Source: an optimization exercise on an open RTL-to-GDS flow (aim: small area, a short achievable clock period and few clock cycles). Production flows keep margins and buffers that such runs may drop. Only simulation tests tie the RTL to the original design; equivalence was not proved. Power and IR drop assume default switching activity.

File: design/flow/design.v
package swmf_pkg;
    localparam int MAX_WINDOW  = 31;
    localparam int SAMPLE_BITS = 32;
    localparam int CFG_BITS    = 5;
    localparam int WS_RESET    = 5;
    localparam int WIN_BITS  = $clog2(MAX_WINDOW + 1);
    localparam int IDX_BITS  = $clog2(MAX_WINDOW);
    localparam int HALF_BITS = $clog2(MAX_WINDOW / 2 + 1);
    function automatic logic gt_signed(input logic [SAMPLE_BITS-1:0] a,
                                       input logic [SAMPLE_BITS-1:0] b);
        logic [SAMPLE_BITS-1:0] ua;
        logic [SAMPLE_BITS-1:0] nb;
        logic [SAMPLE_BITS-1:0] g;
        logic [SAMPLE_BITS-1:0] t;
        ua = {~a[SAMPLE_BITS-1], a[SAMPLE_BITS-2:0]};
        nb = {b[SAMPLE_BITS-1], ~b[SAMPLE_BITS-2:0]};
        g  = ua & nb;
        t  = ua | nb;
        for (int n = SAMPLE_BITS / 2; n >= 1; n = n / 2)
        begin
            for (int i = 0; i < n; i++)
            begin
                g[i] = g[2*i+1] | (t[2*i+1] & g[2*i]);
                t[i] = t[2*i+1] & t[2*i];
            end
        end
        gt_signed = g[0];
    endfunction
    function automatic logic gt_rank(input logic [IDX_BITS-1:0] a,
                                     input logic [IDX_BITS-1:0] b);
        logic [7:0] g;
        logic [7:0] t;
        g = {3'b000, a & ~b};
        t = {3'b111, a | ~b};
        for (int n = 4; n >= 1; n = n / 2)
        begin
            for (int i = 0; i < n; i++)
            begin
                g[i] = g[2*i+1] | (t[2*i+1] & g[2*i]);
                t[i] = t[2*i+1] & t[2*i];
            end
        end
        gt_rank = g[0];
    endfunction
    function automatic logic [IDX_BITS-1:0] inc_rank(input logic [IDX_BITS-1:0] r);
        logic c;
        c = 1'b1;
        for (int i = 0; i < IDX_BITS; i++)
        begin
            inc_rank[i] = r[i] ^ c;
            c           = c & r[i];
        end
    endfunction
    function automatic logic [IDX_BITS-1:0] dec_rank(input logic [IDX_BITS-1:0] r);
        logic b;
        b = 1'b1;
        for (int i = 0; i < IDX_BITS; i++)
        begin
            dec_rank[i] = r[i] ^ b;
            b           = b & !r[i];
        end
    endfunction
    function automatic logic [IDX_BITS-1:0] xor_upto(input logic [WIN_BITS-1:0] n);
        logic [IDX_BITS-1:0] x;
        x = '0;
        for (int j = 1; j < MAX_WINDOW; j++)
        begin
            if (WIN_BITS'(j) < n)
            begin
                x = x ^ IDX_BITS'(j);
            end
        end
        xor_upto = x;
    endfunction
endpackage
module swmf_cell (
    input  logic                             clk,
    input  logic [swmf_pkg::SAMPLE_BITS-1:0] cmp_sample,   
    input  logic                             cmp_bypass,   
    input  logic                             cmp_byp_le,   
    input  logic                             cmp_en,       
    input  logic                             upd_push,     
    input  logic                             upd_start,    
    input  logic                             upd_write,    
    input  logic [swmf_pkg::SAMPLE_BITS-1:0] upd_sample,
    input  logic [swmf_pkg::IDX_BITS-1:0]    upd_next_rank,  
    input  logic                             upd_gt_new,   
    input  logic                             pend,         
    input  logic                             pend_gt_next,  
    input  logic                             pend_gt_now,   
    input  logic [swmf_pkg::IDX_BITS-1:0]    pend_rank,
    input  logic [swmf_pkg::IDX_BITS-1:0]    idx,
    output logic [swmf_pkg::SAMPLE_BITS-1:0] ent_value,
    output logic [swmf_pkg::IDX_BITS-1:0]    ent_rank,
    output logic [swmf_pkg::IDX_BITS-1:0]    ent_rank_upd,  
    output logic                             ent_le        
);
    localparam int SB = swmf_pkg::SAMPLE_BITS;
    localparam int IB = swmf_pkg::IDX_BITS;
    logic [SB-1:0] value_reg;
    logic [IB-1:0] rank_reg;
    logic          le_reg;
    logic          le_now;
    logic          gt_reg;
    logic [IB-1:0] rank_inc;
    logic [IB-1:0] rank_dec;
    logic [IB-1:0] rank_upd;
    always_comb
    begin
        le_now = cmp_bypass ? cmp_byp_le : !swmf_pkg::gt_signed(value_reg, cmp_sample);
        rank_inc = swmf_pkg::inc_rank(rank_reg);
        rank_dec = swmf_pkg::dec_rank(rank_reg);
        rank_upd = rank_reg;
        if (upd_push)
        begin
            if (gt_reg && le_reg)
            begin
                rank_upd = rank_dec;
            end
            else if (!gt_reg && !le_reg)
            begin
                rank_upd = rank_inc;
            end
        end
    end
    always_ff @(posedge clk)
    begin
        if (cmp_en)
        begin
            le_reg <= le_now;
        end
        if (upd_start || (upd_push && upd_write))
        begin
            value_reg <= upd_sample;
        end
        if (upd_start)
        begin
            gt_reg <= idx > swmf_pkg::IDX_BITS'(1);
        end
        else if (upd_push)
        begin
            if (upd_write)
            begin
                gt_reg <= upd_gt_new;
            end
            else if (pend)
            begin
                gt_reg <= pend_gt_next;
            end
            else
            begin
                gt_reg <= swmf_pkg::gt_rank(rank_reg, upd_next_rank);
            end
        end
        else if (pend)
        begin
            gt_reg <= pend_gt_now;
        end
        if (upd_start)
        begin
            rank_reg <= idx;
        end
        else if (pend)
        begin
            rank_reg <= pend_rank;
        end
        else
        begin
            rank_reg <= rank_upd;
        end
    end
    assign ent_value = value_reg;
    assign ent_rank  = rank_reg;
    assign ent_rank_upd = rank_upd;
    assign ent_le    = le_reg;
endmodule
module sliding_window_median_filter (
    input  logic                                 clk,
    input  logic                                 rst_n,
    input  logic                                 cfg_wr_en,
    input  logic [swmf_pkg::CFG_BITS-1:0]        cfg_wr_data,
    input  logic                                 s_axis_tvalid,
    output logic                                 s_axis_tready,
    input  logic [swmf_pkg::SAMPLE_BITS-1:0]     s_axis_tdata,   
    input  logic                                 s_axis_tuser,   
    input  logic                                 s_axis_tlast,   
    output logic                                 m_axis_tvalid,
    input  logic                                 m_axis_tready,
    output logic [swmf_pkg::SAMPLE_BITS-1:0]     m_axis_tdata,   
    output logic                                 m_axis_tlast    
);
    localparam int MW = swmf_pkg::MAX_WINDOW;
    localparam int WB = swmf_pkg::WIN_BITS;
    localparam int IB = swmf_pkg::IDX_BITS;
    localparam int HB = swmf_pkg::HALF_BITS;
    localparam int SB = swmf_pkg::SAMPLE_BITS;
    logic [swmf_pkg::CFG_BITS-1:0] win_size_reg;
    logic                          s_ready_reg;
    logic [SB-1:0]                 s_b;
    logic                          v_b;
    logic                          user_b;
    logic                          last_b;
    logic [WB-1:0]                 win_b;
    logic                          hz_b;         
    logic                          ho_b;         
    logic [HB-1:0]                 half_reg;
    logic                          hz_reg;       
    logic [HB-1:0]                 warmup_reg;
    logic                          warm_done_reg;
    logic                          flushing_reg;
    logic                          flush_one_reg;
    logic [HB-1:0]                 flush_cnt_reg;
    logic                          v_c;
    logic                          start_c;
    logic                          emit_c;
    logic                          last_c;
    logic [SB-1:0]                 s_c;
    logic [WB-1:0]                 win_c;
    logic [WB-1:0]                 win_u;        
    logic [IB-1:0]                 med_rank;
    logic [MW-1:0]                 old_oh;       
    logic [MW-1:0]                 old_oh_nx;    
    logic [MW-1:0]                 pend_oh;      
    logic                          pend_v;       
    logic                          pend_gt;      
    logic                          pend_le;      
    logic                          pend_gt2;     
    logic [IB-1:0]                 xor_reg;
    logic [IB-1:0]                 res_reg;
    logic                          res_in;
    logic [SB-1:0]                 s_d;
    logic                          v_d;
    logic                          last_d;
    logic                          out_valid_reg;
    logic [SB-1:0]                 out_data_reg;
    logic                          out_last_reg;
    logic                          skid_valid_reg;
    logic [SB-1:0]                 skid_data_reg;
    logic                          skid_last_reg;
    logic          adv;
    logic          accept;
    logic [WB-1:0] win_clamp;
    logic          consume;
    logic          flush_step;
    logic          push;
    logic          start;
    logic [HB-1:0] half_eff;
    logic          hz_eff;
    logic          warm_done_next;
    logic [HB-1:0] half_next;
    logic          hz_next;
    logic          hz_b_next;
    logic          hz_b_eff;
    logic          emit;
    logic          final_push;
    logic [HB-1:0] warmup_next;
    logic [HB-1:0] flush_cnt_next;
    logic          v_b_next;
    logic          user_b_next;
    logic          last_b_next;
    logic          deq;
    logic          arrive;
    logic          out_valid_next;
    logic          skid_valid_next;
    logic          s_ready_next;
    logic [MW-1:0] act_mask;
    logic [MW-1:0] last_mask;
    logic [MW-1:0] old_oh_next;
    logic          byp_le;
    logic [SB-1:0] cell_val  [MW];
    logic [IB-1:0] cell_rank [MW];
    logic [IB-1:0] cell_rank_upd [MW];
    logic [IB-1:0] xor_next;
    logic [MW-1:0] cell_le;
    logic [IB-1:0] next_rank;
    logic          next_le;
    logic [MW-1:0] old_oh_next2;
    logic          next2_le;
    logic [IB-1:0] free_rank;
    logic [IB-1:0] pend_rank;
    logic [MW-1:0] med_hit;
    logic [SB-1:0] med_or;
    logic          med_any;
    logic [SB-1:0] med_val;
    logic          upd_push;
    logic          upd_start;
    assign adv = !skid_valid_reg;
    always_comb
    begin
        win_clamp = (win_size_reg == '0) ? WB'(1) : WB'(win_size_reg);
        accept    = s_axis_tvalid && s_ready_reg;
        consume    = adv && v_b && !flushing_reg;
        flush_step = adv && flushing_reg;
        push       = consume || flush_step;
        start      = consume && user_b;
        half_eff = start ? HB'(win_b >> 1) : half_reg;
        hz_eff   = start ? hz_b : hz_reg;
        emit       = push && (start ? hz_b : warm_done_reg);
        final_push = (consume && last_b && hz_eff) || (flush_step && flush_one_reg);
        if (final_push)
        begin
            warmup_next    = '0;
            warm_done_next = hz_eff;
        end
        else if (start)
        begin
            warmup_next    = hz_b ? HB'(0) : HB'(1);
            warm_done_next = hz_b || ho_b;
        end
        else if (warm_done_reg)
        begin
            warmup_next    = warmup_reg;
            warm_done_next = 1'b1;
        end
        else
        begin
            warmup_next    = warmup_reg + 1'b1;
            warm_done_next = (warmup_reg + 1'b1) == half_reg;
        end
        if (consume && last_b)
        begin
            flush_cnt_next = half_eff;
        end
        else if (flush_step)
        begin
            flush_cnt_next = flush_cnt_reg - 1'b1;
        end
        else
        begin
            flush_cnt_next = flush_cnt_reg;
        end
        half_next = start ? HB'(win_b >> 1) : half_reg;
        hz_next   = start ? hz_b : hz_reg;
        deq             = out_valid_reg && m_axis_tready;
        arrive          = adv && v_d;
        out_valid_next  = (out_valid_reg && !deq) || skid_valid_reg || arrive;
        skid_valid_next = (skid_valid_reg && !deq) || (out_valid_reg && !deq && arrive);
        v_b_next    = s_ready_reg ? s_axis_tvalid : (v_b && !consume);
        user_b_next = s_ready_reg ? s_axis_tuser : user_b;
        last_b_next = s_ready_reg ? s_axis_tlast : last_b;
        hz_b_next   = s_ready_reg ? (win_clamp == WB'(1)) : hz_b;
        hz_b_eff    = user_b_next ? hz_b_next : hz_next;
        if (!skid_valid_next)
        begin
            s_ready_next = (flush_cnt_next == HB'(1))
                           || ((flush_cnt_next == '0)
                               && !(v_b_next && last_b_next && !hz_b_eff));
        end
        else
        begin
            s_ready_next = !v_b_next && (flush_cnt_next == '0);
        end
    end
    always_comb
    begin
        for (int i = 0; i < MW; i++)
        begin
            act_mask[i] = WB'(i) < win_u;
            last_mask[i] = WB'(i) == win_u - 1'b1;
        end
        old_oh_next = old_oh_nx;
        old_oh_next2[0] = |(old_oh_next & last_mask);
        for (int i = 1; i < MW; i++)
        begin
            old_oh_next2[i] = old_oh_next[i-1] && !last_mask[i-1];
        end
        byp_le = !swmf_pkg::gt_signed(s_c, s_b);
        next_rank = '0;
        next_le   = 1'b0;
        next2_le  = 1'b0;
        for (int i = 0; i < MW; i++)
        begin
            next_rank = next_rank | (old_oh_next[i] ? cell_rank[i] : '0);
            next_le   = next_le | (old_oh_next[i] && cell_le[i]);
            next2_le  = next2_le | (old_oh_next2[i] && cell_le[i]);
        end
        free_rank = IB'(swmf_pkg::xor_upto(WB'(MW))) ^ xor_reg ^ (res_in ? res_reg : '0);
        xor_next  = '0;
        for (int i = 0; i < MW; i++)
        begin
            xor_next = xor_next ^ ((old_oh[i] || pend_oh[i]) ? '0 : cell_rank_upd[i]);
        end
        for (int i = 0; i < MW; i++)
        begin
            med_hit[i] = !pend_oh[i] && (cell_rank[i] == med_rank);
        end
        med_any = !(pend_v && (free_rank == med_rank));
        med_or  = '0;
        for (int i = 0; i < MW; i++)
        begin
            med_or = med_or | (med_hit[i] ? cell_val[i] : '0);
        end
        med_val = med_any ? med_or : s_d;
        upd_push  = adv && v_c && !start_c;
        upd_start = adv && v_c && start_c;
        if (!upd_push)
        begin
            pend_rank = free_rank;
        end
        else if (pend_gt && pend_le)
        begin
            pend_rank = swmf_pkg::dec_rank(free_rank);
        end
        else if (!pend_gt && !pend_le)
        begin
            pend_rank = swmf_pkg::inc_rank(free_rank);
        end
        else
        begin
            pend_rank = free_rank;
        end
    end
    for (genvar i = 0; i < MW; i++)
    begin : g_cell
        swmf_cell u_cell (
            .clk          (clk),
            .cmp_sample   (s_b),
            .cmp_bypass   (v_c && (start_c || old_oh[i])),
            .cmp_byp_le   (byp_le),
            .cmp_en       (adv),
            .upd_push     (upd_push && act_mask[i]),
            .upd_start    (upd_start),
            .upd_write    (old_oh[i]),
            .upd_sample   (s_c),
            .upd_next_rank(next_rank),
            .upd_gt_new   (next_le),
            .pend_gt_next (pend_gt2),
            .pend_gt_now  (pend_gt),
            .pend         (pend_oh[i]),
            .pend_rank    (pend_rank),
            .idx          (IB'(i)),
            .ent_value    (cell_val[i]),
            .ent_rank     (cell_rank[i]),
            .ent_rank_upd (cell_rank_upd[i]),
            .ent_le       (cell_le[i])
        );
    end
    always_ff @(posedge clk or negedge rst_n)
    begin
        if (!rst_n)
        begin
            win_size_reg   <= swmf_pkg::CFG_BITS'(swmf_pkg::WS_RESET);
            s_ready_reg    <= 1'b1;
            v_b            <= 1'b0;
            half_reg       <= HB'(swmf_pkg::WS_RESET / 2);
            hz_reg         <= 1'b0;
            warmup_reg     <= '0;
            warm_done_reg  <= 1'b0;
            flush_cnt_reg  <= '0;
            flushing_reg   <= 1'b0;
            flush_one_reg  <= 1'b0;
            v_c            <= 1'b0;
            v_d            <= 1'b0;
            out_valid_reg  <= 1'b0;
            skid_valid_reg <= 1'b0;
        end
        else
        begin
            if (cfg_wr_en)
            begin
                win_size_reg <= cfg_wr_data;
            end
            s_ready_reg <= s_ready_next;
            v_b         <= v_b_next;
            half_reg    <= half_next;
            hz_reg      <= hz_next;
            if (push)
            begin
                warmup_reg    <= warmup_next;
                warm_done_reg <= warm_done_next;
            end
            flush_cnt_reg <= flush_cnt_next;
            flushing_reg  <= flush_cnt_next != '0;
            flush_one_reg <= flush_cnt_next == HB'(1);
            if (adv)
            begin
                v_c <= push;
                v_d <= v_c && emit_c;
            end
            out_valid_reg  <= out_valid_next;
            skid_valid_reg <= skid_valid_next;
        end
    end
    always_ff @(posedge clk)
    begin
        if (s_ready_reg)
        begin
            s_b    <= s_axis_tdata;
            user_b <= s_axis_tuser;
            last_b <= s_axis_tlast;
            win_b  <= win_clamp;
            hz_b   <= win_clamp == WB'(1);
            ho_b   <= (win_clamp >> 1) == WB'(1);
        end
        if (adv)
        begin
            start_c <= start;
            emit_c  <= emit;
            last_c  <= final_push;
            s_c     <= s_b;
            win_c   <= win_b;
            pend_le <= byp_le;
            last_d  <= last_c;
            s_d     <= s_c;
        end
        xor_reg <= xor_next;
        res_reg <= pend_rank;
        res_in  <= |pend_oh && !(|(pend_oh & old_oh));
        if (upd_start)
        begin
            win_u    <= win_c;
            med_rank <= IB'(win_c - 1'b1 - (win_c >> 1));
            old_oh   <= (win_c == WB'(1)) ? MW'(1) : MW'(2);
            old_oh_nx <= (win_c <= WB'(2)) ? MW'(1) : MW'(4);
            pend_oh  <= '0;
            pend_v   <= 1'b0;
        end
        else if (upd_push)
        begin
            old_oh  <= old_oh_next;
            old_oh_nx <= old_oh_next2;
            pend_oh <= old_oh;
            pend_v  <= 1'b1;
            pend_gt  <= next_le;
            pend_gt2 <= next2_le;
        end
        else
        begin
            pend_oh <= '0;
            pend_v  <= 1'b0;
        end
        if (!out_valid_reg || deq)
        begin
            out_data_reg <= skid_valid_reg ? skid_data_reg : med_val;
            out_last_reg <= skid_valid_reg ? skid_last_reg : last_d;
        end
        if (arrive)
        begin
            skid_data_reg <= med_val;
            skid_last_reg <= last_d;
        end
    end
    assign s_axis_tready = s_ready_reg;
    assign m_axis_tvalid = out_valid_reg;
    assign m_axis_tdata  = out_data_reg;
    assign m_axis_tlast  = out_last_reg;
endmodule
File: design/flow/config.mk
export PLATFORM = sky130hd
export DESIGN_NAME = sliding_window_median_filter
export DESIGN_NICKNAME = sliding_window_median_filter
export VERILOG_FILES = /design/flow/design.v
export SDC_FILE = /design/flow/constraint.sdc
export NUM_CORES = 4
export LEC_CHECK = 0
export CAP_MARGIN = 30
export CELL_PAD_IN_SITES_DETAIL_PLACEMENT = 1
export CELL_PAD_IN_SITES_GLOBAL_PLACEMENT = 2
export CORE_MARGIN = 2
export CORE_UTILIZATION = 42
export CTS_CLUSTER_DIAMETER = 100
export CTS_CLUSTER_SIZE = 20
export PLACE_DENSITY = 0.56
export SETUP_SLACK_MARGIN = 3.6
export SLEW_MARGIN = 30
File: design/flow/constraint.sdc
create_clock -name core_clock -period 7.2 [get_ports {clk}]
set_input_delay 1.4400 -clock core_clock [delete_from_list [all_inputs] [get_ports {clk}]]
set_output_delay 1.4400 -clock core_clock [all_outputs]
set_load 0.01 [all_outputs]
File: design/flow/run.sh
#!/bin/bash
# synth_recipe.tcl (not shown) runs the flow's synth.tcl, then flattens the netlist and writes it again
# the make line also repeats each setting of config.mk as NAME=value (left out here)
make -C /OpenROAD-flow-scripts/flow DESIGN_CONFIG=/design/flow/config.mk WORK_HOME=/design/flow/orfs CLKGATE_MAP_FILE= SYNTH_SCRIPT=/design/flow/synth_recipe.tcl finish
==> flow_summary.toml, run 1 <==
[setup_path]
cp_common_cell = "a2bb2oi_1"
critPathArrivalTime_ns = 4.63
crit_path_max_fanout = 7
max_stage_delay_ns = 0.59
cp-end-kind = "flop"
startpoint_type = "flop"
crit_type = "flop to flop"
cp_cell_sequence = "buf_4 -> nor3b_1 -> a2bb2oi_1 -> o221ai_1 -> a2bb2oi_1 -> o22ai_1 -> maj3_1 -> nand2_1 -> a221oi_4 -> o31ai_2 -> a221o_1 -> a21oi_1"
cp_data_required_time_ns = 7.77
crit_slowest_cell = "o31ai_2"

[logic_synthesis]
synth_seq_area_share = 0.508
synthFlopType = "edfxtp_1"
ys_ff_latch = 1534
synth-edff-count = 1275
synth_cell_type_count = 95
avgSynthCellArea_um2 = 10.4
yosysTopAreaCell = "edfxtp_1"
netlist_area_um2 = 85800
synth.top_cell.area_share = 0.446
yosys_warnings = 5
syn_inst = 8288
ys_top_cells_by_area = "edfxtp_1 45%, dfxtp_1 5.4%, a21oi_1 4.3%, xnor2_1 3.2%, maj3_1 3.1%"
syn_nets = 8535
async_flop_share = 0.0176

[timing]
tightest_slew_ns = 1.13
max_slew_margin = 0.247
fin_worst_skew_ns = 0.0664
finalWorstPathRequiredPeriod_ns = 4.05
finalSetupTns_ns = 0
fmax_ghz = 0.247
rsz0062_at_grt = "yes"
hold_viol = 0
setup_viol = 0
period_share = 0.563
final-max-slew-violation-count = 0

[global_routing]
grt-ovfl-total = 0
grt_use_total = 0.480
grt_start_max_net_pins = 79
grt_pass1_vias = 78300
antenna_found_initial = 42
grt_first_pass_wirelength_um = 687000

[route]
wirelength_um = 517000
wl_per_cell_um = 46.5
first_iter_violations = 12700
route.detailed.drc = 0
ant_nets = 0
dr.pass1.iters = 8
vias = 80800
vias_per_cell = 7.26

[final_layout]
largest_register_ffs = 992
area_growth_syn_to_layout_pct = 16.6
stdcell_count = 11100
fin_util = 0.493
final_common_cell = "edfxtp_1"
mostFrequentLayoutCells = "1275 x edfxtp_1, 659 x a21oi_1, 482 x nand2_1, 424 x nor2_1, 397 x buf_4"
nFillCells = 21400
drive_above_1_share = 0.173
nNetsFinal = 8626

[clocking]
clk_latency_ns = 0.86
path_clk_slew_ns = 0.09
cts_root_buf = "clkbuf_16"
cts_sinks = 1534
cts_tree = "built"
cts_htree_levels = 3
numCtsBuffers = 96
cts_max_path_buffers = 3

[placed_design]
dp.cells = 10700
gp_congestion = 1.05
place_hpwl_um = 354000
io_buffers = 78

[flow_run]
drv_cap = 0

[floorplanning]
core_um2 = 203000
start_util = 0.423
io_pins = 79
die_w_um = 456
dieArea_um2 = 208000
die_height_um = 456
rows = 165

[power_and_ir_drop]
powerDensity_nw_per_um2 = 596
ir_drop_v = 0.000463
p_leak_nw = 35.3

[hold_path]
hold_path_class = "flop to flop"

[run_status]
outcome = "no timing/DRC/antenna violations"
-- worst max-delay path: cells and delay by family (launching register included) --
kind	cells	cell delay, ns
buffers and inverters	1	0.22
and+or+nand+nor	2	0.50
adders and majority gates	1	0.46
AOI/OAI and AO/OA	8	2.11
DFF	1	0.50
-- Yosys cell counts, types with 202 or more instances --
master    instances
edfxtp_1       1275
a21oi_1         733
clkbuf_1        554
nand2_1         519
nor2_1          446
inv_1           410
o21ai_0         346
xnor2_1         309
a22oi_1         277
o22ai_1         277
maj3_1          270
dfxtp_1         232
a221oi_1        219
a22o_1          213
ha_1            202
-- timing repair --
action | in CTS | in global routing
resized for setup | 559 | 330
pin swaps | 138 | 203
hold buffers | 0 | 0
endpoints found under the setup margin | 913 | 178
cloned | 14 | 4
setup buffers | 146 | 74
-- layer usage --
metal	vias to the layer above	share of wire	track usage	wire length [um]
li1	31800	-	-	-
met1	40900	0.34	0.550	176000
met2	6084	0.43	0.718	221000
met3	1982	0.11	0.135	58100
met4	34	0.12	0.462	61600
met5	-	0.00042	0	216
-- power by group --
part / internal [W] / total (W) / switching, W
combinational: 0.0109 / 0.0324 / 0.0214
clock: 0.00268 / 0.00624 / 0.00356
sequential: 0.0150 / 0.0210 / 0.00601
-- kinds of logic (layout without fill, tap and decap cells) --
group,count (synthesis),count (layout),share of synthesized area
compound gates,2829,2829,0.225
simple gates,1889,1889,0.106
flops,1534,1534,0.508
buf+inv,1084,1230,0.0480
fa+ha+maj,481,481,0.0622
xor+xnor,390,390,0.0408
mux,81,81,0.0103
other cells,0,18,0
-- layout make-up --
class	count	area, um^2	area share
antenna	18	45.0	0.000450
clock buffer	118	2540	0.0254
clock inverter	35	452	0.00452
inverter	423	1690	0.0169
multi-input combinational	5670	41700	0.417
sequential	1534	43600	0.436
tap	2672	3340	0.0334
timing repair buffer	650	6580	0.0658
timing repair inverter	4	22.5	0.000225
-- path summary, 6_finish.rpt --
path / from / endpoint / slack [ns] / depth (start not counted)
hold reg to reg: last_c / last_d / 0.43 / 0
setup / recovery: s_b[0] / g_cell[8].u_cell.le_reg / 3.15 / 12
hold / removal: last_c / last_d / 0.43 / 0
max in group asynchronous: rst_n / half_reg[1] / 5.87 / 2
min in group asynchronous: rst_n / flush_cnt_reg[0] / 1.00 / 2
setup reg to reg: s_b[0] / g_cell[8].u_cell.le_reg / 3.15 / 12
-- metrics by stage --
stage	worst slack, ns	hold WS (ns)	instance area [um^2]	total power (W)
finish	3.15	0.428	100000	0.0596
global route	3.15	0.441	100000	0.0603
CTS	3.27	0.428	97800	0.0567
global placement	0.919	0.407	90400	0.0478
floorplan	3.42	0.400	85800	0.0329
detailed placement	1.53	0.406	90700	0.0484
Testbench counts, summed over its fixed seeds: cycles 9,929.
==> inputs of run 2 (changes only) <==
--- a/design/flow/design.v
+++ b/design/flow/design.v
@@ -197,6 +197,7 @@
     logic [swmf_pkg::CFG_BITS-1:0] win_size_reg;
     logic                          s_ready_reg;
     logic [SB-1:0]                 s_b;
+    logic [SB-1:0]                 s_bn;         
     logic                          v_b;
     logic                          user_b;
     logic                          last_b;
@@ -218,6 +219,7 @@
     logic [WB-1:0]                 win_c;
     logic [WB-1:0]                 win_u;        
     logic [IB-1:0]                 med_rank;
+    logic [MW-1:0]                 hit_reg;      
     logic [MW-1:0]                 old_oh;       
     logic [MW-1:0]                 old_oh_nx;    
     logic [MW-1:0]                 pend_oh;      
@@ -278,7 +280,8 @@
     logic          next2_le;
     logic [IB-1:0] free_rank;
     logic [IB-1:0] pend_rank;
-    logic [MW-1:0] med_hit;
+    logic [MW-1:0] hit_next;
+    logic [IB-1:0] med_rank_new;
     logic [SB-1:0] med_or;
     logic          med_any;
     logic [SB-1:0] med_val;
@@ -380,15 +383,11 @@
         begin
             xor_next = xor_next ^ ((old_oh[i] || pend_oh[i]) ? '0 : cell_rank_upd[i]);
         end
-        for (int i = 0; i < MW; i++)
-        begin
-            med_hit[i] = !pend_oh[i] && (cell_rank[i] == med_rank);
-        end
         med_any = !(pend_v && (free_rank == med_rank));
         med_or  = '0;
         for (int i = 0; i < MW; i++)
         begin
-            med_or = med_or | (med_hit[i] ? cell_val[i] : '0);
+            med_or = med_or | (hit_reg[i] ? cell_val[i] : '0);
         end
         med_val = med_any ? med_or : s_d;
         upd_push  = adv && v_c && !start_c;
@@ -409,12 +408,32 @@
         begin
             pend_rank = free_rank;
         end
+        med_rank_new = IB'(win_c - 1'b1 - (win_c >> 1));
+        for (int i = 0; i < MW; i++)
+        begin
+            if (upd_start)
+            begin
+                hit_next[i] = IB'(i) == med_rank_new;
+            end
+            else if (pend_oh[i])
+            begin
+                hit_next[i] = pend_rank == med_rank;
+            end
+            else if (upd_push && old_oh[i])
+            begin
+                hit_next[i] = 1'b0;
+            end
+            else
+            begin
+                hit_next[i] = cell_rank_upd[i] == med_rank;
+            end
+        end
     end
     for (genvar i = 0; i < MW; i++)
     begin : g_cell
         swmf_cell u_cell (
             .clk          (clk),
-            .cmp_sample   (s_b),
+            .cmp_sample   ((i % 2 == 0) ? s_b : ~s_bn),
             .cmp_bypass   (v_c && (start_c || old_oh[i])),
             .cmp_byp_le   (byp_le),
             .cmp_en       (adv),
@@ -486,6 +505,7 @@
         if (s_ready_reg)
         begin
             s_b    <= s_axis_tdata;
+            s_bn   <= ~s_axis_tdata;
             user_b <= s_axis_tuser;
             last_b <= s_axis_tlast;
             win_b  <= win_clamp;
@@ -504,12 +524,13 @@
             s_d     <= s_c;
         end
         xor_reg <= xor_next;
+        hit_reg <= hit_next;
         res_reg <= pend_rank;
         res_in  <= |pend_oh && !(|(pend_oh & old_oh));
         if (upd_start)
         begin
             win_u    <= win_c;
-            med_rank <= IB'(win_c - 1'b1 - (win_c >> 1));
+            med_rank <= med_rank_new;
             old_oh   <= (win_c == WB'(1)) ? MW'(1) : MW'(2);
             old_oh_nx <= (win_c <= WB'(2)) ? MW'(1) : MW'(4);
             pend_oh  <= '0;
--- a/design/flow/config.mk
+++ b/design/flow/config.mk
@@ -9,9 +9,9 @@
 export CELL_PAD_IN_SITES_DETAIL_PLACEMENT = 1
 export CELL_PAD_IN_SITES_GLOBAL_PLACEMENT = 2
 export CORE_MARGIN = 2
-export CORE_UTILIZATION = 42
+export CORE_UTILIZATION = 36
 export CTS_CLUSTER_DIAMETER = 100
 export CTS_CLUSTER_SIZE = 20
-export PLACE_DENSITY = 0.56
-export SETUP_SLACK_MARGIN = 3.6
+export PLACE_DENSITY = 0.48
+export SETUP_SLACK_MARGIN = 3.5
 export SLEW_MARGIN = 30
==> run 2 against run 1 <==
Total power increased by 14%. Critical path depth rose by 1. Register-to-register slack improved by 0.02 ns. Largest power group unchanged. Largest cell class unchanged. Hold slack got worse by 0.0028 ns. Clock power up 12%.
==> flow_summary.toml, run 2 <==
[route]
first_iter_violations = 11500
dr.pass1.iters = 9
wirelength_um = 571000
vias_per_cell = 6.89
ant_nets = 0
vias = 83100
route.detailed.drc = 0
wl_per_cell_um = 47.3

[final_layout]
final_cell_area_um2 = 104000
area_growth_syn_to_layout_pct = 16.9
largest_register_ffs = 992
final_common_cell = "edfxtp_1"
fin_util = 0.422
regArea_um2 = 45300
nNetsFinal = 9011
nFillCells = 26400
multi_input_area_um2 = 43500
drive_above_1_share = 0.168
mostFrequentLayoutCells = "1307 x edfxtp_1, 656 x nand2_1, 589 x nor2_1, 574 x a21oi_1, 487 x buf_4"

[setup_path]
startpoint_type = "flop"
max_stage_delay_ns = 0.53
crit_path_max_fanout = 6
r2r-end = "g_cell[3].u_cell.le_reg"
cp_cell_sequence = "buf_4 -> buf_4 -> a31oi_1 -> nor3_1 -> a221oi_2 -> o21ai_4 -> maj3_1 -> maj3_2 -> maj3_2 -> maj3_2 -> o221a_4 -> o41a_1 -> o22ai_2"
critPathCapture = "g_cell[3].u_cell.le_reg"
cp_num_cells = 13
cp_common_cell = "maj3_2"
path_delay_family = "compound AO/OA/AOI/OAI gates"
startpoint = "s_bn[0]"
cp_data_required_time_ns = 7.87
crit_slowest_cell = "edfxtp_1"
cp-end-kind = "flop"
critPathArrivalTime_ns = 4.70
worst-path-buf-inv = 2
r2r_cells = 13
rrSetupSlack_ns = 3.17
crit_type = "flop to flop"
r2r_start = "s_bn[0]"

[timing]
period_share = 0.560
max_slew_margin = 0.192
tightest_slew_ns = 1.21
fin_worst_skew_ns = 0.0512
final-max-slew-violation-count = 0
fmax_ghz = 0.248
setup_viol = 0
finalSetupTns_ns = 0
rsz0062_at_grt = "yes"
hold_viol = 0
finalWorstPathRequiredPeriod_ns = 4.03

[global_routing]
grt_use_total = 0.438
antenna_found_initial = 31
grt_pass1_vias = 80500
grt_start_max_net_pins = 98
grt_first_pass_wirelength_um = 742000
grt-ovfl-total = 0

[logic_synthesis]
yosysMostFrequentCell = "edfxtp_1"
synth_fa_ha_area_frac = 0.0646
synth.area.mux_share = 0.00766
async_flop_share = 0.0169
synth_compound_area_frac = 0.217
synthSimpleGateAreaFrac = 0.116
ys_ff_latch = 1597
netlist_area_um2 = 88600
synth_xor_xnor_area_share = 0.0416
synth.top_cell.area_share = 0.443
yosys_warnings = 5
synth_cell_type_count = 104
synthFlopType = "edfxtp_1"
avgSynthCellArea_um2 = 10.3
syn_inst = 8632
synth_seq_area_share = 0.510
syn_nets = 8879
synthTopCellsByCount = "1307 x edfxtp_1, 720 x nand2_1, 634 x a21oi_1"
synth_top_family_by_area = "compound AO/OA/AOI/OAI gates"
yosysTopAreaCell = "edfxtp_1"
synth-edff-count = 1307
ys_top_cells_by_area = "edfxtp_1 44%, dfxtp_1 5.9%, a21oi_1 3.6%, maj3_1 3.3%, nand2_1 3.0%"

[placed_design]
io_buffers = 78
post_dp_cell_area_um2 = 94100
place_hpwl_um = 406000
gp_congestion = 1.04

[power_and_ir_drop]
p_total_w = 0.0682
powerDensity_nw_per_um2 = 658
p_leak_nw = 36.2
ir_drop_v = 0.000640

[floorplanning]
die_height_um = 500
die_w_um = 500
core_um2 = 245000
io_pins = 79
rows = 182
dieArea_um2 = 250000
start_util = 0.361

[run_status]
outcome = "no timing/DRC/antenna violations"

[clocking]
cts_max_path_buffers = 3
cts_root_buf = "clkbuf_16"
path_clk_slew_ns = 0.09
cts_sinks = 1597
cts-hold-fix-buffers = 0
clk_latency_ns = 0.85
cts_htree_levels = 3
numCtsBuffers = 107
cts_tree = "built"

[flow_run]
drv_cap = 0

[hold_path]
hold_path_class = "flop to flop"
[run 2: cell types whose count changed after synthesis, sizes merged, moves of 50 or more]
| cell | delta |
|---|---|
| a21oi | -98 |
| nor2 | +161 |
| a211oi | +54 |
| nand2 | +202 |
| xor2 | +80 |
| inv | -56 |
| nor3 | +58 |
| a21o | -50 |
| o21ai | +72 |
| nand2b | -63 |
| xnor2 | -59 |
[run 2: how the worst min path moves through the flow]
stage	from	end	slack, ns	cells after the start
4_1_cts	last_c	last_d	0.43	0
5_1_grt	last_c	last_d	0.44	0
2_1_floorplan	last_c	last_d	0.40	0
6_report	last_c	last_d	0.43	0
3_3_place_gp	last_c	last_d	0.41	0
3_5_place_dp	last_c	last_d	0.41	0
[run 2: metal layers]
metal  vias to the layer above  GRT usage  routed length [um]
met5                         -          0                  57
met4                        10      0.414               67300
met3                      1787     0.0796               47700
met2                      5368      0.681              252000
met1                     42700      0.508              204000
li1                      33200          -                   -
[run 2: through the flow]
stage | setup WS (ns) | std cells | hold WS (ns)
6_report | 3.17 | 12100 | 0.425
3_3_place_gp | 1.19 | 11600 | 0.410
3_5_place_dp | 1.77 | 11600 | 0.406
5_1_grt | 3.13 | 12100 | 0.439
2_1_floorplan | 3.57 | 8632 | 0.400
4_1_cts | 3.20 | 11900 | 0.429
[run 2: cells by family after synthesis]
group | after synthesis
AO/OA/AOI/OAI | 2809
XOR/XNOR | 411
adder cells (fa/ha/maj) | 518
buffers and inverters | 1009
flip-flops | 1597
multiplexers | 62
AND/OR/NAND/NOR | 2226
[run 2: what timing repair did]
item | CTS | global route
gates cloned | 1 | 12
pin swaps | 98 | 220
endpoints found under the setup margin | 426 | 139
setup buffers | 94 | 133
resized for setup | 413 | 392
[run 2: power by group]
| group | total, W | switching, W | internal, W |
|---|---|---|---|
| Combinational | 0.0393 | 0.0269 | 0.0124 |
| Clock | 0.00699 | 0.00389 | 0.00310 |
| Sequential | 0.0220 | 0.00638 | 0.0156 |
| Total | 0.0682 | 0.0372 | 0.0310 |
[run 2: area by class of cell]
cell class | instances | area share
multi-input combinational | 6028 | 0.419
clock buffer | 119 | 0.0267
inverter | 366 | 0.0136
tap | 3220 | 0.0389
sequential | 1597 | 0.437
clock inverter | 55 | 0.00670
timing repair buffer | 664 | 0.0578
antenna | 11 | 0.000266
Testbench counts of run 2, summed over its fixed seeds: cycles 9,929.
==> inputs of run 3 (changes only) <==
--- a/design/flow/design.v
+++ b/design/flow/design.v
@@ -287,6 +287,10 @@
     logic [SB-1:0] med_val;
     logic          upd_push;
     logic          upd_start;
+    logic          upd_push_reg;
+    logic          upd_start_reg;
+    logic          v_c_next;
+    logic          start_c_next;
     assign adv = !skid_valid_reg;
     always_comb
     begin
@@ -338,6 +342,8 @@
         arrive          = adv && v_d;
         out_valid_next  = (out_valid_reg && !deq) || skid_valid_reg || arrive;
         skid_valid_next = (skid_valid_reg && !deq) || (out_valid_reg && !deq && arrive);
+        v_c_next        = adv ? push : v_c;
+        start_c_next    = adv ? start : start_c;
         v_b_next    = s_ready_reg ? s_axis_tvalid : (v_b && !consume);
         user_b_next = s_ready_reg ? s_axis_tuser : user_b;
         last_b_next = s_ready_reg ? s_axis_tlast : last_b;
@@ -390,8 +396,8 @@
             med_or = med_or | (hit_reg[i] ? cell_val[i] : '0);
         end
         med_val = med_any ? med_or : s_d;
-        upd_push  = adv && v_c && !start_c;
-        upd_start = adv && v_c && start_c;
+        upd_push  = upd_push_reg;
+        upd_start = upd_start_reg;
         if (!upd_push)
         begin
             pend_rank = free_rank;
@@ -470,6 +476,8 @@
             flush_one_reg  <= 1'b0;
             v_c            <= 1'b0;
             v_d            <= 1'b0;
+            upd_push_reg   <= 1'b0;
+            upd_start_reg  <= 1'b0;
             out_valid_reg  <= 1'b0;
             skid_valid_reg <= 1'b0;
         end
@@ -498,6 +506,8 @@
             end
             out_valid_reg  <= out_valid_next;
             skid_valid_reg <= skid_valid_next;
+            upd_push_reg   <= !skid_valid_next && v_c_next && !start_c_next;
+            upd_start_reg  <= !skid_valid_next && v_c_next && start_c_next;
         end
     end
     always_ff @(posedge clk)
--- a/design/flow/config.mk
+++ b/design/flow/config.mk
@@ -9,9 +9,9 @@
 export CELL_PAD_IN_SITES_DETAIL_PLACEMENT = 1
 export CELL_PAD_IN_SITES_GLOBAL_PLACEMENT = 2
 export CORE_MARGIN = 2
-export CORE_UTILIZATION = 36
+export CORE_UTILIZATION = 42
 export CTS_CLUSTER_DIAMETER = 100
 export CTS_CLUSTER_SIZE = 20
-export PLACE_DENSITY = 0.48
-export SETUP_SLACK_MARGIN = 3.5
+export PLACE_DENSITY = 0.56
+export SETUP_SLACK_MARGIN = 3.6
 export SLEW_MARGIN = 30
==> run 3 against run 2 <==
Still clean. Cell area fell by 0.83%. Global-route usage rose by 7.1 points. Register-to-register slack improved by 0.28 ns. Largest cell class unchanged.
==> flow_summary.toml, run 3 <==
[global_routing]
met3_usage = 0.176
grt-busiest-layer = "met2"
grt_use_total = 0.508
grt_use_met2 = 0.735
grt_pass1_vias = 83100
grt-ovfl-total = 0
antenna_found_initial = 50
grt_first_pass_wirelength_um = 747000
grt_util_met1 = 0.585
grt_start_max_net_pins = 135

[placed_design]
post_dp_cell_area_um2 = 93400
gp_congestion = 1.12
place_hpwl_um = 392000
io_buffers = 78

[logic_synthesis]
avgSynthCellArea_um2 = 10.2
synthSimpleGateAreaFrac = 0.112
async_flop_share = 0.0181
yosysMostFrequentCell = "edfxtp_1"
synth_xor_xnor_area_share = 0.0415
synth_fa_ha_area_frac = 0.0554
yosysTopAreaCell = "edfxtp_1"
synth-edff-count = 1306
netlist_area_um2 = 89000
synth_cell_type_count = 111
ys_top_cells_by_area = "edfxtp_1 44%, dfxtp_1 5.9%, a21oi_1 4.0%, nand2_1 3.0%, a22oi_1 2.9%"
synthFlopType = "edfxtp_1"
synth_compound_area_frac = 0.231
synth.top_cell.area_share = 0.441
synth_seq_area_share = 0.508
yosys_warnings = 5
synth_top_family_by_area = "compound AO/OA/AOI/OAI gates"
synth.area.mux_share = 0.00672
ys_ff_latch = 1599
synthTopCellsByCount = "1306 x edfxtp_1, 716 x a21oi_1, 713 x nand2_1"
syn_inst = 8683
syn_nets = 8930

[floorplanning]
rows = 168
dieArea_um2 = 216000
die_w_um = 464
start_util = 0.423
core_um2 = 210000
io_pins = 79
die_height_um = 464

[setup_path]
cp_common_cell = "a221oi_1"
startpoint_type = "flop"
worst-path-buf-inv = 1
crit_slowest_cell = "edfxtp_1"
path_delay_family = "compound AO/OA/AOI/OAI gates"
max_stage_delay_ns = 0.80
crit_path_max_fanout = 25
cp-end-kind = "flop"
critPathArrivalTime_ns = 4.44
startpoint = "g_cell[3].u_cell.le_reg"
crit_type = "flop to flop"
cp_data_required_time_ns = 7.88
r2r_start = "g_cell[3].u_cell.le_reg"
cp_cell_sequence = "a221oi_1 -> nand3_1 -> or4_2 -> buf_4 -> a221oi_1 -> o21ai_0"

[hold_path]
hold_start = "win_b[0]"
hold_path_class = "flop to flop"

[final_layout]
mostFrequentLayoutCells = "1306 x edfxtp_1, 667 x a21oi_1, 663 x nand2_1, 535 x nor2_1, 530 x buf_4"
final_common_cell = "edfxtp_1"
area_growth_syn_to_layout_pct = 15.5
nNetsFinal = 9088
drive_above_1_share = 0.163
nFillCells = 22600
fin_util = 0.489
largest_register_ffs = 992
final_cell_area_um2 = 103000

[timing]
hold_viol = 0
finalWorstPathRequiredPeriod_ns = 3.76
fmax_ghz = 0.266
period_share = 0.522
final-max-slew-violation-count = 0
fin_worst_skew_ns = 0.0659
rsz0062_at_grt = "yes"
finalSetupTns_ns = 0
tightest_slew_ns = 1.27
setup_viol = 0
max_slew_margin = 0.152

[power_and_ir_drop]
ir_drop_v = 0.000375
p_sw_w = 0.0296
power_frac_comb = 0.540
pwr-share-clk = 0.113
switching_share = 0.525
p_seq_frac = 0.347
p_int_w = 0.0268
p_leak_nw = 35.9
p_total_w = 0.0564
powerDensity_nw_per_um2 = 549

[route]
vias = 88300
wl_per_cell_um = 48.4
wirelength_um = 568000
vias_per_cell = 7.53
route.detailed.drc = 0
dr.pass1.iters = 8
ant_nets = 0
first_iter_violations = 15400

[run_status]
outcome = "no timing/DRC/antenna violations"

[clocking]
cts_sinks = 1599
cts_max_path_buffers = 3
path_clk_slew_ns = 0.10
numCtsBuffers = 98
cts_htree_levels = 3
clk_latency_ns = 0.87
cts_root_buf = "clkbuf_16"
cts_tree = "built"
cts-hold-fix-buffers = 0

[flow_run]
drv_cap = 0
run 3: cell count changes in the layout (fill, tap and decap cells not counted), moves of 21 or more:
cell / previous run / this run
o21ai_0: 376 / 327
o22ai_1: 251 / 298
maj3_1: 232 / 188
maj3_2: 82 / 46
a221oi_1: 231 / 199
and3_1: 13 / 39
nand4_1: 97 / 124
nor2_1: 589 / 535
diode_2: 11 / 38
and2_1: 92 / 30
a21oi_1: 574 / 667
nor3_1: 210 / 189
buf_4: 487 / 530
or4_1: 28 / 7
run 3: power groups by stage:
stage	combinational, W	sequential [W]	clock (W)
2_1_floorplan	0.0147	0.0161	0
3_3_place_gp	0.0251	0.0197	0
3_5_place_dp	0.0256	0.0197	0
4_1_cts	0.0276	0.0192	0.00632
5_1_grt	0.0307	0.0195	0.00657
6_report	0.0305	0.0196	0.00638
run 3: per-stage QoR:
step                      setup WS (ns)  cells  hold WS [ns]
after floorplan                    3.88   8683         0.400
after global placement             2.10  11200         0.408
after detailed placement           2.05  11200         0.427
after CTS                          3.33  11600         0.450
after global routing               3.44  11700         0.450
final                              3.44  11700         0.448
run 3: final timing paths:
check | to | slack [ns] | cells after the start
worst max register to register | g_cell[15].u_cell.gt_reg | 3.44 | 6
worst max-delay path | g_cell[15].u_cell.gt_reg | 3.44 | 6
max in group asynchronous | win_size_reg[0] | 5.86 | 2
worst min register to register | win_c[0] | 0.45 | 0
worst min-delay path | win_c[0] | 0.45 | 0
min in group asynchronous | v_d | 1.00 | 2
run 3: cell families after synthesis:
logic type | after synthesis
adder cells (fa/ha/maj) | 439
flip-flops | 1599
buffers and inverters | 1056
XOR/XNOR | 408
multiplexers | 54
AND/OR/NAND/NOR | 2146
AO/OA/AOI/OAI | 2981
run 3: area by class of cell:
cell class | instances | area (um^2) | area share
multi-input cells | 6033 | 42700 | 0.416
inverters | 387 | 1580 | 0.0153
clock buffers | 117 | 2570 | 0.0250
repair buffers | 714 | 6480 | 0.0630
diodes | 38 | 95.1 | 0.000925
repair inverters | 8 | 51.3 | 0.000499
flip-flops and latches | 1599 | 45300 | 0.441
well taps | 2805 | 3510 | 0.0341
clock inverters | 35 | 442 | 0.00430
run 3: per-layer routing:
| layer | up-vias | share of wire |
|---|---|---|
| li1 | 33700 | - |
| met1 | 44100 | 0.34 |
| met2 | 7924 | 0.41 |
| met3 | 2600 | 0.13 |
| met4 | 38 | 0.12 |
| met5 | - | 0.00094 |
run 3: what timing repair did:
item | CTS | global route
gates resized for setup | 415 | 278
endpoints found under the setup margin | 336 | 110
cloned | 13 | 7
buffers inserted | 231 | 91
pin swaps | 66 | 106
Testbench counts of run 3, summed over its fixed seeds: cycles 9,929.
==> inputs of run 4 (changes only) <==
--- a/design/flow/design.v
+++ b/design/flow/design.v
@@ -222,6 +222,7 @@
     logic [MW-1:0]                 hit_reg;      
     logic [MW-1:0]                 old_oh;       
     logic [MW-1:0]                 old_oh_nx;    
+    logic [IB-1:0]                 next_rank_reg;  
     logic [MW-1:0]                 pend_oh;      
     logic                          pend_v;       
     logic                          pend_gt;      
@@ -374,15 +375,19 @@
             old_oh_next2[i] = old_oh_next[i-1] && !last_mask[i-1];
         end
         byp_le = !swmf_pkg::gt_signed(s_c, s_b);
-        next_rank = '0;
         next_le   = 1'b0;
         next2_le  = 1'b0;
         for (int i = 0; i < MW; i++)
         begin
-            next_rank = next_rank | (old_oh_next[i] ? cell_rank[i] : '0);
             next_le   = next_le | (old_oh_next[i] && cell_le[i]);
             next2_le  = next2_le | (old_oh_next2[i] && cell_le[i]);
         end
+        next_rank = '0;
+        for (int i = 0; i < MW; i++)
+        begin
+            next_rank = next_rank
+                        | ((upd_push ? old_oh_next2[i] : old_oh_next[i]) ? cell_rank_upd[i] : '0);
+        end
         free_rank = IB'(swmf_pkg::xor_upto(WB'(MW))) ^ xor_reg ^ (res_in ? res_reg : '0);
         xor_next  = '0;
         for (int i = 0; i < MW; i++)
@@ -447,7 +452,7 @@
             .upd_start    (upd_start),
             .upd_write    (old_oh[i]),
             .upd_sample   (s_c),
-            .upd_next_rank(next_rank),
+            .upd_next_rank(next_rank_reg),
             .upd_gt_new   (next_le),
             .pend_gt_next (pend_gt2),
             .pend_gt_now  (pend_gt),
@@ -534,6 +539,7 @@
             s_d     <= s_c;
         end
         xor_reg <= xor_next;
+        next_rank_reg <= upd_start ? IB'(2) : next_rank;
         hit_reg <= hit_next;
         res_reg <= pend_rank;
         res_in  <= |pend_oh && !(|(pend_oh & old_oh));
==> run 4 against run 3 <==
Still clean. Clock-buffer cell count rose by 3. Register-to-register slack got worse by 0.05 ns. Clock power rose by 2%. Routed wire length fell by 7.2%. Hold slack got worse by 0.021 ns. First-iteration DRC count fell by 13%. Total power fell by 0.48%. Flip-flop and latch count rose by 5. Combinational power rose by 1%. Die area rose by 0.85%. Clock skew rose by 0.0024 ns.
==> flow_summary.toml, run 4 <==
[run_status]
outcome = "no timing/DRC/antenna violations"

[final_layout]
drive_above_1_share = 0.131
largest_register_ffs = 992
area_growth_syn_to_layout_pct = 12.8
nNetsFinal = 9048
mostFrequentLayoutCells = "1306 x edfxtp_1, 643 x nand2_1, 617 x a21oi_1, 612 x nor2_1, 451 x buf_4"
final_common_cell = "edfxtp_1"

[global_routing]
grt-ovfl-total = 0
grt_start_max_net_pins = 121
antenna_found_initial = 31
grt_first_pass_wirelength_um = 704000
grt_pass1_vias = 81600
grt_use_total = 0.471

[floorplanning]
core_um2 = 212000
rows = 169
start_util = 0.423
io_pins = 79
die_w_um = 466
die_height_um = 466
dieArea_um2 = 217000

[setup_path]
critPathArrivalTime_ns = 4.50
startpoint_type = "flop"
path_delay_family = "compound AO/OA/AOI/OAI gates"
r2r_cells = 11
crit_type = "flop to flop"
startpoint = "win_u[2]"
crit_path_max_fanout = 42
crit_slowest_cell = "xnor3_1"
r2r_start = "win_u[2]"
worst-path-buf-inv = 1
r2r-end = "xor_reg[1]"
critPathCapture = "xor_reg[1]"
cp-end-kind = "flop"
cp_common_cell = "nor3_1"
cp_data_required_time_ns = 7.90
cp_cell_sequence = "buf_12 -> a21o_2 -> a21oi_2 -> nand2b_1 -> nor3_1 -> a211oi_1 -> o22ai_2 -> nor3_1 -> xor2_1 -> xnor3_1 -> xnor2_1"
rrSetupSlack_ns = 3.40
cp_num_cells = 11
max_stage_delay_ns = 0.56

[clocking]
path_clk_slew_ns = 0.09
numCtsBuffers = 100
cts_htree_levels = 3
clk_latency_ns = 0.86
cts_sinks = 1604
cts_max_path_buffers = 3
cts_tree = "built"
cts_root_buf = "clkbuf_16"

[logic_synthesis]
async_flop_share = 0.0181
syn_nets = 8978
avgSynthCellArea_um2 = 10.3
yosys_warnings = 5
synth-edff-count = 1306
netlist_area_um2 = 89800
synth_seq_area_share = 0.505
synth_cell_type_count = 106
ys_ff_latch = 1604
syn_inst = 8731
yosysMostFrequentCell = "edfxtp_1"
synth.top_cell.area_share = 0.437
yosysTopAreaCell = "edfxtp_1"
synthTopCellsByCount = "1306 x edfxtp_1, 682 x nand2_1, 653 x a21oi_1"
ys_top_cells_by_area = "edfxtp_1 44%, dfxtp_1 6.0%, a21oi_1 3.6%, maj3_1 3.5%, nand2_1 2.9%"
synthFlopType = "edfxtp_1"

[timing]
fin_worst_skew_ns = 0.0683
final-max-slew-violation-count = 0
fmax_ghz = 0.263
tightest_slew_ns = 1.25
finalSetupTns_ns = 0
finalWorstPathRequiredPeriod_ns = 3.80
max_slew_margin = 0.157
period_share = 0.528
hold_ws_ns = 0.427
hold_viol = 0
setup_viol = 0
rsz0062_at_grt = "yes"

[hold_path]
hold_path_class = "flop to flop"

[flow_run]
drv_cap = 0

[route]
route.detailed.drc = 0
vias_per_cell = 7.25
first_iter_violations = 13500
wl_per_cell_um = 45.1
dr.pass1.iters = 9
ant_nets = 0
wirelength_um = 527000
vias = 84800

[placed_design]
place_hpwl_um = 368000
io_buffers = 78
gp_congestion = 1.04

[power_and_ir_drop]
ir_drop_v = 0.000326
p_leak_nw = 35.5
powerDensity_nw_per_um2 = 555
run 4: what timing repair did:
item / 4_1_cts / 5_1_grt
hold buffers: 0 / 0
pin swaps: 29 / 44
buffers inserted: 94 / 55
gates cloned: 5 / 3
setup endpoints to repair: 378 / 79
gates resized for setup: 214 / 146
run 4: final cells by class:
cell class / instances / area (um^2)
Fill cell: 23000 / 111000
Sequential cell: 1604 / 45400
Multi-Input combinational cell: 6085 / 42200
Timing Repair Buffer: 594 / 5290
Tap cell: 2821 / 3530
Clock buffer: 120 / 2650
Inverter: 413 / 1610
Clock inverter: 32 / 479
Antenna cell: 19 / 47.5
Timing Repair inverter: 3 / 15.0
run 4: how the worst min path moves through the flow:
stage          cells after the start        to      from  slack, ns
6_report                           0  win_c[0]  win_b[0]       0.43
4_1_cts                            0  win_c[0]  win_b[0]       0.43
3_5_place_dp                       0  win_c[0]  win_b[0]       0.41
5_1_grt                            0  win_c[0]  win_b[0]       0.44
2_1_floorplan                      0    last_d    last_c       0.40
3_3_place_gp                       0  win_c[0]  win_b[0]       0.41
run 4: cell families (layout without fill, tap and decap cells):
kind of cell | after synthesis | count (layout) | share of synthesized area
AO/OA/AOI/OAI | 2814 | 2814 | 0.217
AND/OR/NAND/NOR | 2239 | 2239 | 0.116
flip-flops | 1604 | 1604 | 0.505
buffers and inverters | 1042 | 1162 | 0.0450
adder cells (fa/ha/maj) | 533 | 533 | 0.0654
XOR/XNOR | 407 | 407 | 0.0412
multiplexers | 92 | 92 | 0.0110
other | 0 | 19 | 0
run 4: stage by stage:
| stage | area [um^2] | total power (W) | worst slack (ns) | util | instances |
|---|---|---|---|---|---|
| 2_1_floorplan | 89800 | 0.0315 | 3.62 | - | 8731 |
| 3_3_place_gp | 94500 | 0.0459 | 2.30 | 0.445 | 11300 |
| 3_5_place_dp | 94700 | 0.0466 | 2.26 | 0.446 | 11400 |
| 4_1_cts | 99700 | 0.0539 | 3.47 | 0.470 | 11600 |
| 5_1_grt | 101000 | 0.0569 | 3.42 | 0.477 | 11700 |
| 6_report | 101000 | 0.0561 | 3.40 | 0.477 | 11700 |
run 4: worst reg2reg max path, stage by stage, from the launching register on:
cell	delay (ns)
edfxtp_1	0.42
buf_12	0.22
a21o_2	0.54
a21oi_2	0.35
nand2b_1	0.25
nor3_1	0.07
a211oi_1	0.27
o22ai_2	0.22
nor3_1	0.28
xor2_1	0.32
xnor3_1	0.56
xnor2_1	0.20
run 4: per-layer routing:
metal	GRT usage	wire, um	up-vias
li1	-	-	33400
met1	0.564	186000	42700
met2	0.696	223000	6598
met4	0.408	57700	18
met5	0	101	-
met3	0.131	60100	2028
run 4: power by group:
part           switching (W)  internal (W)  total [W]
logic                 0.0209       0.00998     0.0309
registers            0.00450        0.0143     0.0188
clock network        0.00372       0.00280    0.00652
Testbench counts of run 4, summed over its fixed seeds: cycles 9,929.

==> what the ideal ports hide <==
No port has a modelled driver above. Below, the same layouts with a new extraction and two added sets of constraints.
Step 1: set_driving_cell puts a clkbuf_16 on clk and a buf_2 on each other input, an assumption about the parent block.
Step 2 times the ports against the registers' clock, not the clock port: input delays grow and output delays shrink by t, the midpoint of the rising clock arrivals with the driver on.
Slacks: no drivers / after step 1 / after step 2; pairs: no drivers / after step 1.
run | t, ns | setup WS [ns] | worst hold slack (ns) | worst data-port slew with drivers (ns)
run 1 | 0.926 | 3.147 / 3.147 / 3.147 | 0.428 / 0.428 / 0.428 | 0.05
run 2 | 0.935 | 3.168 / 3.168 / 3.168 | 0.425 / 0.425 / 0.425 | 0.09
run 3 | 0.943 | 3.445 / 3.445 / 3.445 | 0.448 / 0.448 / 0.448 | 0.08
run 4 | 0.923 | 3.398 / 3.398 / 3.398 | 0.427 / 0.427 / 0.427 | 0.08
After both steps setup and hold are still met in every run listed.
